This design comes from an exercise in tuning for small area on the open sky130 flow, not from production work. The RTL was checked by simulation tests, not by an equivalence proof against the original design. Power and IR drop assume default switching activity.

// id_stage_top
module id_stage_top (
	input logic clk,
	input logic rst_n,
	input logic [32-1:0] i_if_instr,
	input logic i_if_valid,
	input logic [64-1:0] i_if_pc,
	input logic i_ex_ready,
	input logic i_ex_branch_taken,
	input logic i_ex_jump_taken,
	input logic i_wb_en,
	input logic [5-1:0] i_wb_addr,
	input logic [64-1:0] i_wb_data,
	output logic o_id_ready,
	output logic [11:0] o_hazard,
	output logic [281:0] o_id2ex
);
clock: 4.0 ns
lec_check: 0
cap_margin: 20
cell_pad_in_sites_global_placement: 1
core_margin: 2
core_utilization: 35
place_density: 0.6
setup_slack_margin: 0.1
slew_margin: 20
standard.sh (not shown) runs the stock make flow with config.mk's settings and CLKGATE_MAP_FILE= SYNTH_SCRIPT=/design/flow/synth_recipe.tcl, a recipe that flattens the netlist after the stock synthesis.
==> flow/flow/run.sh <==
#!/bin/bash
# Standard ORFS layout with these changes:
# - plain buffers (buf_1, instead of the delay cell buffer_ports picks by default) on the ports;
# - the slow OR3/OR4 cells (stacked PMOS) are not used, on top of the platform's don't-use list,
#   so the register file's read trees are built from NAND/NOR/AOI cells.
# - clock tree: clkbuf_16 buffers, clusters of up to 24 sinks within 80 um, no dummy loads.
set -euo pipefail
export BUFFER_PORTS_ARGS="-buffer_cell sky130_fd_sc_hd__buf_1"
platform_dont_use="sky130_fd_sc_hd__probe_p_8 sky130_fd_sc_hd__probec_p_8 sky130_fd_sc_hd__lpflow_bleeder_1 sky130_fd_sc_hd__lpflow_clkbufkapwr_1 sky130_fd_sc_hd__lpflow_clkbufkapwr_16 sky130_fd_sc_hd__lpflow_clkbufkapwr_2 sky130_fd_sc_hd__lpflow_clkbufkapwr_4 sky130_fd_sc_hd__lpflow_clkbufkapwr_8 sky130_fd_sc_hd__lpflow_clkinvkapwr_1 sky130_fd_sc_hd__lpflow_clkinvkapwr_16 sky130_fd_sc_hd__lpflow_clkinvkapwr_2 sky130_fd_sc_hd__lpflow_clkinvkapwr_4 sky130_fd_sc_hd__lpflow_clkinvkapwr_8 sky130_fd_sc_hd__lpflow_decapkapwr_12 sky130_fd_sc_hd__lpflow_decapkapwr_3 sky130_fd_sc_hd__lpflow_decapkapwr_4 sky130_fd_sc_hd__lpflow_decapkapwr_6 sky130_fd_sc_hd__lpflow_decapkapwr_8 sky130_fd_sc_hd__lpflow_inputiso0n_1 sky130_fd_sc_hd__lpflow_inputiso0p_1 sky130_fd_sc_hd__lpflow_inputiso1n_1 sky130_fd_sc_hd__lpflow_inputiso1p_1 sky130_fd_sc_hd__lpflow_inputisolatch_1 sky130_fd_sc_hd__lpflow_isobufsrc_1 sky130_fd_sc_hd__lpflow_isobufsrc_16 sky130_fd_sc_hd__lpflow_isobufsrc_2 sky130_fd_sc_hd__lpflow_isobufsrc_4 sky130_fd_sc_hd__lpflow_isobufsrc_8 sky130_fd_sc_hd__lpflow_isobufsrckapwr_16 sky130_fd_sc_hd__lpflow_lsbuf_lh_hl_isowell_tap_1 sky130_fd_sc_hd__lpflow_lsbuf_lh_hl_isowell_tap_2 sky130_fd_sc_hd__lpflow_lsbuf_lh_hl_isowell_tap_4 sky130_fd_sc_hd__lpflow_lsbuf_lh_isowell_4 sky130_fd_sc_hd__lpflow_lsbuf_lh_isowell_tap_1 sky130_fd_sc_hd__lpflow_lsbuf_lh_isowell_tap_2 sky130_fd_sc_hd__lpflow_lsbuf_lh_isowell_tap_4 "
slow_or=" sky130_fd_sc_hd__or4_1 sky130_fd_sc_hd__or4_2 sky130_fd_sc_hd__or4_4 sky130_fd_sc_hd__or4b_1 sky130_fd_sc_hd__or4b_2 sky130_fd_sc_hd__or4b_4 sky130_fd_sc_hd__or4bb_1 sky130_fd_sc_hd__or4bb_2 sky130_fd_sc_hd__or4bb_4 sky130_fd_sc_hd__or3_1 sky130_fd_sc_hd__or3_2 sky130_fd_sc_hd__or3_4 sky130_fd_sc_hd__or3b_1 sky130_fd_sc_hd__or3b_2 sky130_fd_sc_hd__or3b_4"
export CTS_ARGS="-sink_clustering_enable -repair_clock_nets -dont_use_dummy_load -sink_clustering_size 24 -sink_clustering_max_diameter 80 -buf_list sky130_fd_sc_hd__clkbuf_16"
bash standard.sh DONT_USE_CELLS="$platform_dont_use $slow_or" finish > standard_flow.log 2>&1
The starting point reached the layout checks and failed them: negative setup slack.
==> next run, changes <==
==> flow/flow/run.sh (replaced) <==
#!/bin/bash
# Standard ORFS layout with these changes:
# - plain buffers (instead of the delay cell buffer_ports picks by default) on the ports;
# - the slow OR3/OR4 cells (stacked PMOS) are not used, on top of the platform's don't-use list,
#   so the register file's read trees are built from NAND/NOR/AOI cells.
# - clock tree: clkbuf_16 buffers, clusters of up to 16 sinks within 80 um, no dummy loads.
set -euo pipefail
export BUFFER_PORTS_ARGS="-buffer_cell sky130_fd_sc_hd__buf_1"
platform_dont_use="sky130_fd_sc_hd__probe_p_8 sky130_fd_sc_hd__probec_p_8 sky130_fd_sc_hd__lpflow_bleeder_1 sky130_fd_sc_hd__lpflow_clkbufkapwr_1 sky130_fd_sc_hd__lpflow_clkbufkapwr_16 sky130_fd_sc_hd__lpflow_clkbufkapwr_2 sky130_fd_sc_hd__lpflow_clkbufkapwr_4 sky130_fd_sc_hd__lpflow_clkbufkapwr_8 sky130_fd_sc_hd__lpflow_clkinvkapwr_1 sky130_fd_sc_hd__lpflow_clkinvkapwr_16 sky130_fd_sc_hd__lpflow_clkinvkapwr_2 sky130_fd_sc_hd__lpflow_clkinvkapwr_4 sky130_fd_sc_hd__lpflow_clkinvkapwr_8 sky130_fd_sc_hd__lpflow_decapkapwr_12 sky130_fd_sc_hd__lpflow_decapkapwr_3 sky130_fd_sc_hd__lpflow_decapkapwr_4 sky130_fd_sc_hd__lpflow_decapkapwr_6 sky130_fd_sc_hd__lpflow_decapkapwr_8 sky130_fd_sc_hd__lpflow_inputiso0n_1 sky130_fd_sc_hd__lpflow_inputiso0p_1 sky130_fd_sc_hd__lpflow_inputiso1n_1 sky130_fd_sc_hd__lpflow_inputiso1p_1 sky130_fd_sc_hd__lpflow_inputisolatch_1 sky130_fd_sc_hd__lpflow_isobufsrc_1 sky130_fd_sc_hd__lpflow_isobufsrc_16 sky130_fd_sc_hd__lpflow_isobufsrc_2 sky130_fd_sc_hd__lpflow_isobufsrc_4 sky130_fd_sc_hd__lpflow_isobufsrc_8 sky130_fd_sc_hd__lpflow_isobufsrckapwr_16 sky130_fd_sc_hd__lpflow_lsbuf_lh_hl_isowell_tap_1 sky130_fd_sc_hd__lpflow_lsbuf_lh_hl_isowell_tap_2 sky130_fd_sc_hd__lpflow_lsbuf_lh_hl_isowell_tap_4 sky130_fd_sc_hd__lpflow_lsbuf_lh_isowell_4 sky130_fd_sc_hd__lpflow_lsbuf_lh_isowell_tap_1 sky130_fd_sc_hd__lpflow_lsbuf_lh_isowell_tap_2 sky130_fd_sc_hd__lpflow_lsbuf_lh_isowell_tap_4 "
slow_or=" sky130_fd_sc_hd__or4_1 sky130_fd_sc_hd__or4_2 sky130_fd_sc_hd__or4_4 sky130_fd_sc_hd__or4b_1 sky130_fd_sc_hd__or4b_2 sky130_fd_sc_hd__or4b_4 sky130_fd_sc_hd__or4bb_1 sky130_fd_sc_hd__or4bb_2 sky130_fd_sc_hd__or4bb_4 sky130_fd_sc_hd__or3_1 sky130_fd_sc_hd__or3_2 sky130_fd_sc_hd__or3_4 sky130_fd_sc_hd__or3b_1 sky130_fd_sc_hd__or3b_2 sky130_fd_sc_hd__or3b_4"
export CTS_ARGS="-sink_clustering_enable -repair_clock_nets -dont_use_dummy_load -sink_clustering_size 16 -sink_clustering_max_diameter 80 -buf_list sky130_fd_sc_hd__clkbuf_16"
bash standard.sh DONT_USE_CELLS="$platform_dont_use $slow_or" finish > standard_flow.log 2>&1
PLACE_DENSITY = 0.5   (was 0.6)
Outcome:
- Now the flow finished with timing, DRC and antenna clean
- clock-buffer cell count increases by 43
- combinational power hardly moves
- setup slack gets better by 0.029 ns
- via count decreases by about 2%
- cell area increases by about 0.8%
- non-clock buffer count decreases by 33
- sequential share of layout area decreases by 0.47 points
- final cell count stays flat
- sequential cell count stays the same
- fmax increases by 0.73%

---

id_stage_top again, from the RTL that the note above started with.
Settings: LEC_CHECK=0, CAP_MARGIN=20, CELL_PAD_IN_SITES_DETAIL_PLACEMENT=1, CELL_PAD_IN_SITES_GLOBAL_PLACEMENT=2, CORE_MARGIN=2, CORE_UTILIZATION=30, PLACE_DENSITY=0.35, SETUP_SLACK_MARGIN=0.1, SLEW_MARGIN=20; clock period 4.0 ns.
==> flow/flow/run.sh <==
#!/bin/bash
# Standard ORFS layout with these changes:
# - plain buffers (instead of the delay cell buffer_ports picks by default) on the ports;
# - the slow OR3/OR4 cells (stacked PMOS) are not used, on top of the platform's don't-use list,
#   so the register file's read trees are built from NAND/NOR/AOI cells.
# - clock tree: clkbuf_16 buffers, clusters of up to 16 sinks within 80 um, no dummy loads.
set -euo pipefail
export BUFFER_PORTS_ARGS="-buffer_cell sky130_fd_sc_hd__buf_2"
platform_dont_use="sky130_fd_sc_hd__probe_p_8 sky130_fd_sc_hd__probec_p_8 sky130_fd_sc_hd__lpflow_bleeder_1 sky130_fd_sc_hd__lpflow_clkbufkapwr_1 sky130_fd_sc_hd__lpflow_clkbufkapwr_16 sky130_fd_sc_hd__lpflow_clkbufkapwr_2 sky130_fd_sc_hd__lpflow_clkbufkapwr_4 sky130_fd_sc_hd__lpflow_clkbufkapwr_8 sky130_fd_sc_hd__lpflow_clkinvkapwr_1 sky130_fd_sc_hd__lpflow_clkinvkapwr_16 sky130_fd_sc_hd__lpflow_clkinvkapwr_2 sky130_fd_sc_hd__lpflow_clkinvkapwr_4 sky130_fd_sc_hd__lpflow_clkinvkapwr_8 sky130_fd_sc_hd__lpflow_decapkapwr_12 sky130_fd_sc_hd__lpflow_decapkapwr_3 sky130_fd_sc_hd__lpflow_decapkapwr_4 sky130_fd_sc_hd__lpflow_decapkapwr_6 sky130_fd_sc_hd__lpflow_decapkapwr_8 sky130_fd_sc_hd__lpflow_inputiso0n_1 sky130_fd_sc_hd__lpflow_inputiso0p_1 sky130_fd_sc_hd__lpflow_inputiso1n_1 sky130_fd_sc_hd__lpflow_inputiso1p_1 sky130_fd_sc_hd__lpflow_inputisolatch_1 sky130_fd_sc_hd__lpflow_isobufsrc_1 sky130_fd_sc_hd__lpflow_isobufsrc_16 sky130_fd_sc_hd__lpflow_isobufsrc_2 sky130_fd_sc_hd__lpflow_isobufsrc_4 sky130_fd_sc_hd__lpflow_isobufsrc_8 sky130_fd_sc_hd__lpflow_isobufsrckapwr_16 sky130_fd_sc_hd__lpflow_lsbuf_lh_hl_isowell_tap_1 sky130_fd_sc_hd__lpflow_lsbuf_lh_hl_isowell_tap_2 sky130_fd_sc_hd__lpflow_lsbuf_lh_hl_isowell_tap_4 sky130_fd_sc_hd__lpflow_lsbuf_lh_isowell_4 sky130_fd_sc_hd__lpflow_lsbuf_lh_isowell_tap_1 sky130_fd_sc_hd__lpflow_lsbuf_lh_isowell_tap_2 sky130_fd_sc_hd__lpflow_lsbuf_lh_isowell_tap_4 "
slow_or=" sky130_fd_sc_hd__or4_1 sky130_fd_sc_hd__or4_2 sky130_fd_sc_hd__or4_4 sky130_fd_sc_hd__or4b_1 sky130_fd_sc_hd__or4b_2 sky130_fd_sc_hd__or4b_4 sky130_fd_sc_hd__or4bb_1 sky130_fd_sc_hd__or4bb_2 sky130_fd_sc_hd__or4bb_4 sky130_fd_sc_hd__or3_1 sky130_fd_sc_hd__or3_2 sky130_fd_sc_hd__or3_4 sky130_fd_sc_hd__or3b_1 sky130_fd_sc_hd__or3b_2 sky130_fd_sc_hd__or3b_4"
export CTS_ARGS="-sink_clustering_enable -repair_clock_nets -dont_use_dummy_load -sink_clustering_size 16 -sink_clustering_max_diameter 80 -buf_list sky130_fd_sc_hd__clkbuf_16"
bash standard.sh DONT_USE_CELLS="$platform_dont_use $slow_or" finish > standard_flow.log 2>&1
==> next run, changes <==
--- a/flow/flow/run.sh
+++ b/flow/flow/run.sh
@@ -3 +3 @@
-# - plain buffers (instead of the delay cell buffer_ports picks by default) on the ports;
+# - plain buffers (buf_1, instead of the delay cell buffer_ports picks by default) on the ports;
@@ -6 +6 @@
-# - clock tree: clkbuf_16 buffers, clusters of up to 16 sinks within 80 um, no dummy loads.
+# - clock tree: clkbuf_16 buffers, clusters of up to 20 sinks within 80 um, no dummy loads.
@@ -8 +8 @@
-export BUFFER_PORTS_ARGS="-buffer_cell sky130_fd_sc_hd__buf_2"
+export BUFFER_PORTS_ARGS="-buffer_cell sky130_fd_sc_hd__buf_1"
@@ -11 +11 @@
-export CTS_ARGS="-sink_clustering_enable -repair_clock_nets -dont_use_dummy_load -sink_clustering_size 16 -sink_clustering_max_diameter 80 -buf_list sky130_fd_sc_hd__clkbuf_16"
+export CTS_ARGS="-sink_clustering_enable -repair_clock_nets -dont_use_dummy_load -sink_clustering_size 20 -sink_clustering_max_diameter 80 -buf_list sky130_fd_sc_hd__clkbuf_16"
CELL_PAD_IN_SITES_DETAIL_PLACEMENT = not set   (was 1)
CELL_PAD_IN_SITES_GLOBAL_PLACEMENT = 1   (was 2)
CORE_UTILIZATION = 35   (was 30)
PLACE_DENSITY = 0.55   (was 0.35)
SETUP_SLACK_MARGIN = 0.06   (was 0.1)
Effect: The changed run produced a layout that fails on negative setup slack; die area goes down by 14%; clock power goes down by 14%; setup slack gets worse by 0.078 ns; via count goes up by 1.5%; combinational power goes down by 19%; utilization goes up by 3.9 points; total power goes down by 5.8%; clock-buffer cell count goes down by 36; sequential share of layout area goes up by 3.5 points; cell area goes down by 5.4%; critical path depth goes down by 1.
==> next run, changes <==
SETUP_SLACK_MARGIN = 0.1   (was 0.06)
After rerunning: The changed run finished with timing, DRC and antenna clean. Non-clock buffer count came out higher by 82. Sequential share of layout area came out lower by 0.67 points. Register-to-register slack barely changes. Maximum frequency came out higher slightly.

port drivers added, routing unchanged:
No port has a modelled driver above. Below, the same layouts with a new extraction and two added sets of constraints. Step 1: set_driving_cell puts a clkbuf_16 on clk and a buf_2 on each other input, an assumption about the parent block. Step 2, shift: input delay + t, output delay - t, t = (earliest + latest rising clock arrival at the registers) / 2. This alone moves slack from input paths to output paths. Slacks: no drivers / after step 1 / after step 2; pairs: no drivers / after step 1.
run | shift t [ns] | setup slack, ns | hold WS [ns] | worst setup path after step 2 | pins driven straight from the clock port
the first run of note 1 | 0.930 | -0.005 / -0.108 / 0.822 | 0.034 / -0.047 / 0.673 | register to output | 1
the second run of note 1 | 0.940 | 0.024 / -0.087 / 0.854 | 0.046 / -0.043 / 0.727 | register to output | 1
the first run of note 2 | 0.988 | 0.035 / -0.062 / 0.926 | 0.048 / -0.024 / 0.644 | register to output | 1
the second run of note 2 | 0.917 | -0.043 / -0.145 / 0.773 | 0.042 / -0.038 / 0.560 | register to output | 1
the third run of note 2 | 0.922 | 0.024 / -0.079 / 0.843 | 0.037 / -0.044 / 0.562 | register to output | 1
